What follows belongs to an exercise in optimizing a design on an open flow for small area; a production flow would make more cautious choices.
In this exercise RTL edits were held to simulation tests only and were not proved equivalent to the original.
Power figures rest on the tool's default switching activity, not on a simulated workload. The flow treats the clock pin as an ideal source, which a real chip does not have.

==> flow/design.v (excerpt) <==
module l2_data_array_nway
#(
    parameter int unsigned s_offset = l2_pkg::default_s_offset,
    parameter int unsigned s_index  = l2_pkg::default_s_index,
    parameter int unsigned num_ways = l2_pkg::default_num_ways,
    localparam int unsigned s_way   = l2_pkg::way_bits(num_ways),
    localparam int unsigned s_mask  = 1 << s_offset,
    localparam int unsigned s_line  = 8 * s_mask
) (
    input  logic               clk,
    input  logic               rst,
    input  logic               read,
    input  logic               write,
    input  logic [s_way-1:0]   way,
    input  logic [s_index-1:0] index,
    input  logic [s_mask-1:0]  write_en,
    input  logic [s_line-1:0]  datain,
    output logic [s_line-1:0]  dataout,
    output logic               resp,
    output logic               ready
);
For scale: ~7,800 cells after synthesis, ~4,100 flip-flops, ~140,000 um^2 of cells after synthesis.
clock: 5.0 ns
lec_check: 0
cap_margin: 20
core_margin: 2
core_utilization: 40
place_density: 0.6
slew_margin: 20
synth_hierarchical: 1
standard.sh (not shown) runs the stock make flow with config.mk's settings and CLKGATE_MAP_FILE= SYNTH_SCRIPT=/design/flow/synth_recipe.tcl, a recipe that flattens the netlist after the stock synthesis.
==> flow/flow/run.sh <==
#!/bin/bash
# Own layout flow: the standard ORFS flow (standard.sh, unchanged synthesis,
# floorplan, power grid, placement and routing) with two settings changed:
#  - clock tree synthesis inserts no dummy loads and builds larger sink
#    clusters from clkbuf_16 leaf buffers;
#  - the port buffers that buffer_ports adds are buf_1 instead of the default
#    clock delay buffers.
# The full make output goes to flow_make.log in the work folder; ORFS keeps the
# log of each step under orfs/logs/.
set -euo pipefail
export CTS_ARGS="-sink_clustering_enable -repair_clock_nets -dont_use_dummy_load -buf_list sky130_fd_sc_hd__clkbuf_16 -sink_clustering_size ${CTS_SIZE:-30} -sink_clustering_max_diameter ${CTS_DIAM:-100}"
export BUFFER_PORTS_ARGS="-buffer_cell sky130_fd_sc_hd__buf_1"
bash standard.sh > flow_make.log 2>&1
Rerun with:
==> flow/run.sh (new file) <==
#!/bin/bash
# synth_recipe.tcl (not shown) runs the flow's synth.tcl, then flattens the netlist and writes it again
# the make line also repeats each setting of config.mk as NAME=value (left out here)
make -C /OpenROAD-flow-scripts/flow DESIGN_CONFIG=/design/flow/config.mk WORK_HOME=/design/flow/orfs CLKGATE_MAP_FILE= SYNTH_SCRIPT=/design/flow/synth_recipe.tcl finish
CTS_BUF_LIST = sky130_fd_sc_hd__clkbuf_16   (was not set)
CTS_CLUSTER_DIAMETER = 100   (was not set)
CTS_CLUSTER_SIZE = 30   (was not set)
removed: flow/flow/run.sh
removed: flow/standard.sh
What happened: The new run finished clean. Final area grows by a few percent. Total power is higher slightly. Non-clock buffer count goes up by 67. Routed wire length goes down by a few percent. Clock power is higher by a few percent.


Another version of the RTL of l2_data_array_nway (not shown whole).
For scale: roughly 12000 cells after synthesis, roughly 4100 flip-flops, ~550 I/O pins, roughly 0.13 sq mm of cells after synthesis.
Settings: LEC_CHECK=0, CAP_MARGIN=20, CORE_MARGIN=2, CORE_UTILIZATION=40, PLACE_DENSITY=0.6, SLEW_MARGIN=20, SYNTH_HIERARCHICAL=1; clock period 5.0 ns.
==> flow/flow/run.sh <==
#!/bin/bash
# Own layout flow: the standard ORFS flow (standard.sh, unchanged synthesis,
# floorplan, power grid, placement and routing) with two settings changed:
#  - clock tree synthesis inserts no dummy loads and builds larger sink
#    clusters from clkbuf_16 leaf buffers;
#  - the port buffers that buffer_ports adds are buf_1 instead of the default
#    clock delay buffers.
# The full make output goes to flow_make.log in the work folder; ORFS keeps the
# log of each step under orfs/logs/.
set -euo pipefail
export CTS_ARGS="-sink_clustering_enable -repair_clock_nets -dont_use_dummy_load -buf_list sky130_fd_sc_hd__clkbuf_16 -sink_clustering_size ${CTS_SIZE:-30} -sink_clustering_max_diameter ${CTS_DIAM:-100}"
export BUFFER_PORTS_ARGS="-buffer_cell sky130_fd_sc_hd__buf_1"
bash standard.sh > flow_make.log 2>&1
The starting point passed the timing, design-rule and antenna checks.
Rerun with:
==> flow/run.sh (new file) <==
#!/bin/bash
# synth_recipe.tcl (not shown) runs the flow's synth.tcl, then flattens the netlist and writes it again
# the make line also repeats each setting of config.mk as NAME=value (left out here)
make -C /OpenROAD-flow-scripts/flow DESIGN_CONFIG=/design/flow/config.mk WORK_HOME=/design/flow/orfs CLKGATE_MAP_FILE= SYNTH_SCRIPT=/design/flow/synth_recipe.tcl finish
--- a/flow/config.mk
+++ b/flow/config.mk
@@ -9,5 +9,9 @@
 export CORE_MARGIN = 2
 export CORE_UTILIZATION = 40
+export CTS_BUF_LIST = sky130_fd_sc_hd__clkbuf_16
+export CTS_CLUSTER_DIAMETER = 100
+export CTS_CLUSTER_SIZE = 30
 export PLACE_DENSITY = 0.6
+export SETUP_SLACK_MARGIN = 0.2
 export SLEW_MARGIN = 20
 export SYNTH_HIERARCHICAL = 1
removed: flow/flow/run.sh
removed: flow/standard.sh
Effect: The new run completed, yet does not pass: max-slew violations. Register-to-register slack improved by 0.46 ns. Power climbs by 2.5%. Synthesized cell count stays the same. Setup slack gets worse by 0.042 ns. Final area came out higher by 4.3%. Wire length rises by 0.77%. Area after synthesis is unchanged. Worst hold slack improves by 0.11 ns. Via count went up by 0.97%. Sequential power hardly moves. Clock power went up by about 2%.
Rerun with:
--- a/flow/config.mk
+++ b/flow/config.mk
@@ -13,5 +13,4 @@
 export CTS_CLUSTER_SIZE = 30
 export PLACE_DENSITY = 0.6
-export SETUP_SLACK_MARGIN = 0.2
 export SLEW_MARGIN = 20
 export SYNTH_HIERARCHICAL = 1
Result: With this change the flow finished with negative setup slack left; final area went down by about 0.75%; global-route usage is lower by 0.19 points; critical path depth stays the same; utilization came out lower by 0.35 points; synthesized cell count stays the same; non-clock buffer count drops by 46; first-iteration DRC count is about the same; clock-buffer cell count is unchanged; via count shrinks by 0.35%; clock power stays flat.
Rerun with:
==> flow/flow/run.sh (new file) <==
#!/bin/bash
# Own layout flow: the standard ORFS flow (standard.sh, unchanged synthesis,
# floorplan, power grid, placement and routing) with two settings changed:
#  - clock tree synthesis inserts no dummy loads and builds larger sink
#    clusters from clkbuf_16 leaf buffers;
#  - the port buffers that buffer_ports adds are buf_1 instead of the default
#    clock delay buffers.
# The full make output goes to flow_make.log in the work folder; ORFS keeps the
# log of each step under orfs/logs/.
set -euo pipefail
export CTS_ARGS="-sink_clustering_enable -repair_clock_nets -dont_use_dummy_load -buf_list sky130_fd_sc_hd__clkbuf_16 -sink_clustering_size ${CTS_SIZE:-30} -sink_clustering_max_diameter ${CTS_DIAM:-100}"
export BUFFER_PORTS_ARGS="-buffer_cell sky130_fd_sc_hd__buf_1"
bash standard.sh > flow_make.log 2>&1
==> flow/standard.sh (new file) <==
#!/bin/bash
# synth_recipe.tcl (not shown) runs the flow's synth.tcl, then flattens the netlist and writes it again
# the make line also repeats each setting of config.mk as NAME=value (left out here)
make -C /OpenROAD-flow-scripts/flow DESIGN_CONFIG=/design/flow/config.mk WORK_HOME=/design/flow/orfs CLKGATE_MAP_FILE= SYNTH_SCRIPT=/design/flow/synth_recipe.tcl "${@:-finish}"
--- a/flow/config.mk
+++ b/flow/config.mk
@@ -8,9 +8,6 @@
 export CAP_MARGIN = 20
 export CORE_MARGIN = 2
-export CORE_UTILIZATION = 40
-export CTS_BUF_LIST = sky130_fd_sc_hd__clkbuf_16
-export CTS_CLUSTER_DIAMETER = 100
-export CTS_CLUSTER_SIZE = 30
-export PLACE_DENSITY = 0.6
+export CORE_UTILIZATION = 65
+export PLACE_DENSITY = 0.8
 export SLEW_MARGIN = 20
 export SYNTH_HIERARCHICAL = 1
removed: flow/run.sh
After rerunning: The changed run completed and failed the layout checks on negative setup slack. Design area came out lower by 5.4%. Routed wire length is lower by about 7%. Register-to-register slack is worse by 0.41 ns. Worst hold slack is worse by 0.11 ns. Via count rose by 4.5%. Clock power fell by about 8%. Sequential cell count does not change. Fmax is about the same. Power fell by about 3.6%.

afterwards: timing with drivers on the ports:
In the flow no input, the clock included, has a driving cell. The finished layouts below were timed again as built, in two steps.
Step 1, drivers: a clkbuf_16 drives clk and a buf_2 each remaining input, both assumed.
Step 2, shift: input delay + t, output delay - t, t = (earliest + latest rising clock arrival at the registers) / 2. This alone moves slack from input paths to output paths.
Three values: no drivers, after step 1, after step 2; two values: the first two.
run | t (ns) | setup WS [ns] | worst hold slack (ns) | worst setup path after step 2 | pins driven straight from the clock port
the first run of note 1 | 0.973 | 0.291 / 0.192 / 0.984 | 0.306 / 0.240 / 0.544 | input to register | 1
the second run of note 1 | 0.976 | 0.107 / 0.006 / 0.372 | 0.523 / 0.523 / 0.523 | input to register | 1
the first run of note 2 | 0.980 | 0.154 / 0.056 / 0.586 | 0.337 / 0.262 / 0.440 | input to register | 1
the second run of note 2 | 1.005 | 0.112 / 0.013 / 0.525 | 0.449 / 0.449 / 0.449 | input to register | 1
the third run of note 2 | 1.004 | -0.045 / -0.143 / 0.559 | 0.448 / 0.448 / 0.448 | input to register | 1
the fourth run of note 2 | 0.964 | -0.034 / -0.123 / 0.784 | 0.341 / 0.274 / 0.447 | input to register | 1
